Background: an optimization exercise with open tools, aiming at small area and a short achievable clock period. Do not read the settings as production practice. The RTL of this run was laid out without a check of its function.

`design/flow/flow/run.sh`:
```
#!/bin/bash
# Own layout flow: the standard flow, with an area-oriented ABC mapping
# script for synthesis (same registers as the standard synthesis) and a
# setup margin for timing repair.
set -euo pipefail
here=$(pwd)
mkdir -p "$here/scripts_abc"
for f in "$FLOW_HOME"/scripts/*; do ln -sf "$f" "$here/scripts_abc/"; done
rm -f "$here/scripts_abc/abc_area.script" "$here/scripts_abc/abc_speed.script"
cp "$here/flow/abc.script" "$here/scripts_abc/abc_area.script"
cp "$here/flow/abc.script" "$here/scripts_abc/abc_speed.script"
MARGIN=${SETUP_MARGIN:-$(cat "$here/flow/setup_margin" 2>/dev/null || echo 0)}
bash standard.sh SCRIPTS_DIR="$here/scripts_abc" synth > "$here/synth_run.log" 2>&1
bash standard.sh SETUP_SLACK_MARGIN="$MARGIN" finish > "$here/layout_run.log" 2>&1
```
`design/flow/flow/abc.script`:
```
strash
&get -n
&deepsyn -T 60
&put
dch -f
map -a
topo
```
`design/flow/flow/setup_margin`:
```
5
```
`design/flow/standard.sh`:
```
#!/bin/bash
# synth_recipe.tcl (not shown) runs the flow's synth.tcl, then flattens the netlist and writes it again
# the make line also repeats each setting of config.mk as NAME=value (left out here)
make -C /OpenROAD-flow-scripts/flow DESIGN_CONFIG=/design/flow/config.mk WORK_HOME=/design/flow/orfs CLKGATE_MAP_FILE= SYNTH_SCRIPT=/design/flow/synth_recipe.tcl "${@:-finish}"
```
`design/flow/config.mk`:
```
export PLATFORM = sky130hd
export DESIGN_NAME = router
export DESIGN_NICKNAME = router
export VERILOG_FILES = /design/flow/design.v
export SDC_FILE = /design/flow/constraint.sdc
export NUM_CORES = 4
export LEC_CHECK = 0
export ABC_AREA = 1
export CAP_MARGIN = 20
export CELL_PAD_IN_SITES_DETAIL_PLACEMENT = 1
export CELL_PAD_IN_SITES_GLOBAL_PLACEMENT = 2
export CORE_MARGIN = 2
export CORE_UTILIZATION = 55
export PLACE_DENSITY = 0.65
export SLEW_MARGIN = 20
```
`design/flow/constraint.sdc`:
```
create_clock -name core_clock -period 11.5 [get_ports {clock}]
set_input_delay 2.3000 -clock core_clock [delete_from_list [all_inputs] [get_ports {clock}]]
set_output_delay 2.3000 -clock core_clock [all_outputs]
set_load 0.01 [all_outputs]
```
`design/flow/design.v`:
```
`default_nettype none
package router_port_pkg;
  typedef logic [4-1:0] port_id_t;
  typedef logic [16-1:0] port_mask_t;
  typedef struct packed {
    logic data;
    logic valid_n;
    logic frame_n;
  } out_lane_t;
endpackage
`default_nettype wire
`default_nettype none
package router_ctrl_pkg;
  typedef enum logic [2:0] {idle, addr, pad, request, connected} slice_state_t;
  typedef struct packed {
    logic active;
    logic [4-1:0] dest;
  } slice_req_t;
  typedef struct packed {
    logic valid;
    logic [4-1:0] src;
  } owner_t;
endpackage
`default_nettype wire
`default_nettype none
module router (
  input  logic        clock,
  input  logic        reset,
  input  logic [15:0] frame_n,
  input  logic [15:0] valid_n,
  input  logic [15:0] din,
  output logic [15:0] busy_n,
  output logic [15:0] dout,
  output logic [15:0] valido_n,
  output logic [15:0] frameo_n
);
  localparam logic [2:0] S_IDLE = 3'b000, S_PAD = 3'b100, S_REQ = 3'b110,
                         S_REQG = 3'b111, S_CONN = 3'b101;
  logic [2:0]  st   [16];
  logic [3:0]  dest [16];
  logic [15:0] owns;             
  logic [15:0] wait_g;           
  logic [15:0] l_d, l_v, l_f;    
  logic [3:0]  last [16];        
  logic [15:0] won;
  logic [15:0] req  [16];        
  logic [15:0] own;              
  always_comb begin
    for (int i = 0; i < 16; i++) wait_g[i] = st[i][2] & st[i][1];
    for (int o = 0; o < 16; o++) begin
      own[o] = 1'b0;
      for (int i = 0; i < 16; i++) begin
        req[o][i] = wait_g[i] && (dest[i] == 4'(o));
        own[o] = own[o] | (owns[i] && (dest[i] == 4'(o)));
      end
    end
  end
  logic [3:0]  win_idx [16];
  logic [15:0] win_any;
  always_comb begin
    won = '0;
    for (int o = 0; o < 16; o++) begin
      logic [31:0] x;
      logic [4:0]  ix;
      x = {req[o], req[o] & (16'hfffe << last[o])};
      ix = '0;
      for (int j = 31; j >= 0; j--) if (x[j]) ix = 5'(j);
      win_idx[o] = ix[3:0];
      win_any[o] = (|req[o]) & !own[o];
      for (int j = 0; j < 16; j++)
        if (win_any[o] && (win_idx[o] == 4'(j))) won[j] = 1'b1;
    end
  end
  always_ff @(posedge clock) begin
    for (int i = 0; i < 16; i++) begin
      if (!reset) begin
        st[i]   <= S_IDLE;
        owns[i] <= 1'b0;
      end else begin
        owns[i] <= won[i] | (st[i] == S_REQG) | (st[i] == S_CONN);
        case (st[i])
          S_IDLE:  if (!frame_n[i]) st[i] <= 3'b001;
          S_REQ:   if (won[i]) st[i] <= S_REQG;
          S_REQG:  st[i] <= S_CONN;
          S_CONN:  if (frame_n[i]) st[i] <= S_IDLE;
          S_PAD:   st[i] <= S_REQ;
          default: st[i] <= st[i] + 3'd1;
        endcase
      end
      if (!st[i][2] && (st[i] != S_IDLE || !frame_n[i]))
        dest[i] <= {din[i], dest[i][3:1]};
      l_d[i] <= din[i];
      l_v[i] <= valid_n[i] | (st[i] != S_CONN);
      l_f[i] <= frame_n[i] | (st[i] != S_CONN);
    end
  end
  always_ff @(posedge clock) begin
    for (int o = 0; o < 16; o++) begin
      if (!reset) begin
        last[o]     <= 4'd15;
        dout[o]     <= 1'b0;
        valido_n[o] <= 1'b1;
        frameo_n[o] <= 1'b1;
      end else begin
        if (win_any[o]) last[o] <= win_idx[o];
        dout[o]     <= own[o] & l_d[last[o]];
        valido_n[o] <= ~own[o] | l_v[last[o]];
        frameo_n[o] <= ~own[o] | l_f[last[o]];
      end
    end
  end
  always_comb begin
    for (int i = 0; i < 16; i++) busy_n[i] = !wait_g[i];
  end
endmodule
`default_nettype wire
```
==> results by group <==
Synthesis
  • Count leader, synth: nor2_1
  • Cells after synthesis: around 4800
  • Syn Nets: 4935
  • Synthesized flop and latch total: 288
  • Synth warn: 6
  • Top cell type's share of synthesized area: roughly 16%
  • Share of flip-flops with an asynchronous set or reset: 0%
  • Area contributors post-synth: dfxtp_1 16%, nor2_1 15%, clkinv_1 13%
  • Register area share after synthesis: between 20 and 25%
  • Mapped Area: around 0.029 mm2
  • Synth cell types: 44
  • Syn avg cell area: around 6 um2
  • Top cells by count, synth: 1136 x nor2_1, 973 x clkinv_1, 454 x nand2_1
  • Top_reg_cell synth: dfxtp_1
  • Number of synthesized flops with an enable pin: 64
  • Leading area contributor after synthesis: dfxtp_1

Floorplan
  • Initial Utilization: between 50% and 60%
  • Die X-Extent: 232.8 um
  • Die height: 232.8 um
  • FP Rows: between 80 and 90

Run status
  • Failing step: global placement without I/O (3_1_place_gp_skip_io)
  • Status: aborted with a tool error
  • Tool error: [ERROR GPL-0301] Utilization 117.565 % exceeds 100%.
==> cell families after synthesis <==
family / after synthesis / synth area share [%]
AOI/OAI and AO/OA: 1549 / 34.68
and+or+nand+nor: 1947 / 27.59
DFF: 288 / 22.26
adders and majority gates: 64 / 2.782
buffers and inverters: 973 / 12.69
